From an optimization exercise on the open Yosys and OpenROAD flow, aimed at small area; shortcuts taken in it are not production practice. Function was checked by simulation only, so behaviour that the tests miss may differ from the original.

v24:
==> module rv_regfile, before the edit <==
module rv_regfile (
  input  logic [31*32-1:0] regs,   
  input  logic [4:0]  rs1_addr,
  input  logic [4:0]  rs2_addr,
  input  logic        alt_sel,
  input  logic [31:0] alt,
  output logic [31:0] rs1_data,
  output logic [31:0] rs2_data
);
  logic [31:1] sel1, sel2;
  rv_dec5 u_dec1 (.addr (rs1_addr), .en (~alt_sel), .sel (sel1));
  rv_dec5_noen u_dec2 (.addr (rs2_addr), .sel (sel2));
  for (genvar b = 0; b < 32; b++) begin : g_bit
    logic [31:1] col;
    for (genvar i = 1; i < 32; i++) begin : g_col
      assign col[i] = regs[(i-1)*32 + b];
    end
    rv_rf_bit_alt u_rd1 (
      .d (col), .s (sel1), .alt (alt[b]), .alt_s (alt_sel), .y (rs1_data[b])
    );
    rv_rf_bit u_rd2 (.d (col), .s (sel2), .y (rs2_data[b]));
  end
endmodule
export LEC_CHECK = 0
export CAP_MARGIN = 0
export CORE_MARGIN = 2
export CORE_UTILIZATION = 45
export CTS_BUF_LIST = sky130_fd_sc_hd__clkbuf_8
export CTS_CLUSTER_DIAMETER = 50
export CTS_CLUSTER_SIZE = 14
export SLEW_MARGIN = 0
export SYNTH_HIERARCHICAL = 1
export SYNTH_MINIMUM_KEEP_SIZE = 0
create_clock -name core_clock -period 10.5 [get_ports {CLK}]
standard.sh (not shown) runs the stock make flow with config.mk's settings and CLKGATE_MAP_FILE= SYNTH_SCRIPT=/design/flow/synth_recipe.tcl, a recipe that flattens the netlist after the stock synthesis.
==> flow/flow/run.sh <==
#!/bin/bash
# The standard layout (standard.sh, the standard flow's own ORFS run) with these changes:
# ports are buffered with buf_1 instead of the flow's default delay cell,
# clock tree synthesis adds no dummy loads, and gates off the
# critical paths are downsized after global routing (RECOVER_POWER).
set -euo pipefail
export BUFFER_PORTS_ARGS="-buffer_cell sky130_fd_sc_hd__buf_1"
export CTS_ARGS="-sink_clustering_enable -repair_clock_nets -dont_use_dummy_load -sink_clustering_size 14 -sink_clustering_max_diameter 50 -buf_list sky130_fd_sc_hd__clkbuf_8"
export RECOVER_POWER=100
bash standard.sh > standard.log 2>&1
Completing all stages was not enough for v24: its layout failed the final checks because of max-capacitance violations, max-slew violations, negative setup slack.
### v24 -> v15
==> flow/design.v, changed modules only <==
module rv_regfile (
  input  logic [31*32-1:0] regs,   
  input  logic [4:0]  rs1_addr,
  input  logic [4:0]  rs2_addr,
  input  logic        alt_sel,
  input  logic [31:0] alt,
  output logic [31:0] rs1_data,
  output logic [31:0] rs2_data
);
  logic [31:1] sel1_lo, sel1_hi, sel2_lo, sel2_hi;
  rv_dec5      u_dec1_lo (.addr (rs1_addr), .en (~alt_sel), .sel (sel1_lo));
  rv_dec5      u_dec1_hi (.addr (rs1_addr), .en (~alt_sel), .sel (sel1_hi));
  rv_dec5_noen u_dec2_lo (.addr (rs2_addr), .sel (sel2_lo));
  rv_dec5_noen u_dec2_hi (.addr (rs2_addr), .sel (sel2_hi));
  for (genvar b = 0; b < 32; b++) begin : g_bit
    logic [31:1] col;
    for (genvar i = 1; i < 32; i++) begin : g_col
      assign col[i] = regs[(i-1)*32 + b];
    end
    rv_rf_bit_alt u_rd1 (
      .d (col), .s ((b < 16) ? sel1_lo : sel1_hi), .alt (alt[b]), .alt_s (alt_sel), .y (rs1_data[b])
    );
    rv_rf_bit u_rd2 (.d (col), .s ((b < 16) ? sel2_lo : sel2_hi), .y (rs2_data[b]));
  end
endmodule
Findings:
Layout checks on v15: not met. Flow itself completed; violations: max-capacitance violations, max-slew violations. Going from v24 to v15, the ratio of cells with drive above 1 in the final layout was found to have gone down by 1.8 points. Startpoint of the worst setup timing path = instr[24]: v24; startpoint of the worst setup timing path = instr[20]: v15. v15 gives less clock latency at the later pin of the worst-skew pair than v24 did. v15 -> v24: maximum count of clock buffers along a single path delta 0, exact match. Remaining max-slew budget at the tightest pin for v15 is higher than for v24. Compared with v24, cell area after synthesis in v15 increased slightly. In v15 relative to v24, net count reported at finish had gone up slightly. [v15] wire length fell about 4.6% relative to v24. Diff v24 -> v15: number of well taps picked up an extra 11, clock-buffer cell count went up 0.91%, met3 track demand over resource decreased by 5.3 points relative to the old numbers, met2 track demand over resource now smaller.

re-timing with driven ports:
How much do the figures lean on ideal ports? The routed layouts below were timed once more, with nothing changed but the port constraints. Step 1 (the two cells are an assumption about what drives the block):
set clk [get_ports {CLK}]
set_driving_cell -lib_cell sky130_fd_sc_hd__clkbuf_16 $clk
set_driving_cell -lib_cell sky130_fd_sc_hd__buf_2 [delete_from_list [all_inputs] $clk]
Step 2 times the ports against the registers' clock, not the clock port: input delays grow and output delays shrink by t, the midpoint of the rising clock arrivals with the driver on. a / b / c = ideal / step 1 / step 2; a / b = the first two.
| run | shift t [ns] | setup WS [ns] | latest minus earliest clock arrival (ns) | pins driven straight from the clock port |
|---|---|---|---|---|
| v24 | 0.859 | -0.125 / -0.150 / -0.150 | 0.130 / 0.129 | 1 |
| v15 | 0.820 | 0.347 / 0.231 / -0.255 | 0.114 / 0.114 | 1 |
For v15, which loses most, drivers alone change the setup slack by -0.116 ns; drivers and shift together by -0.602 ns.
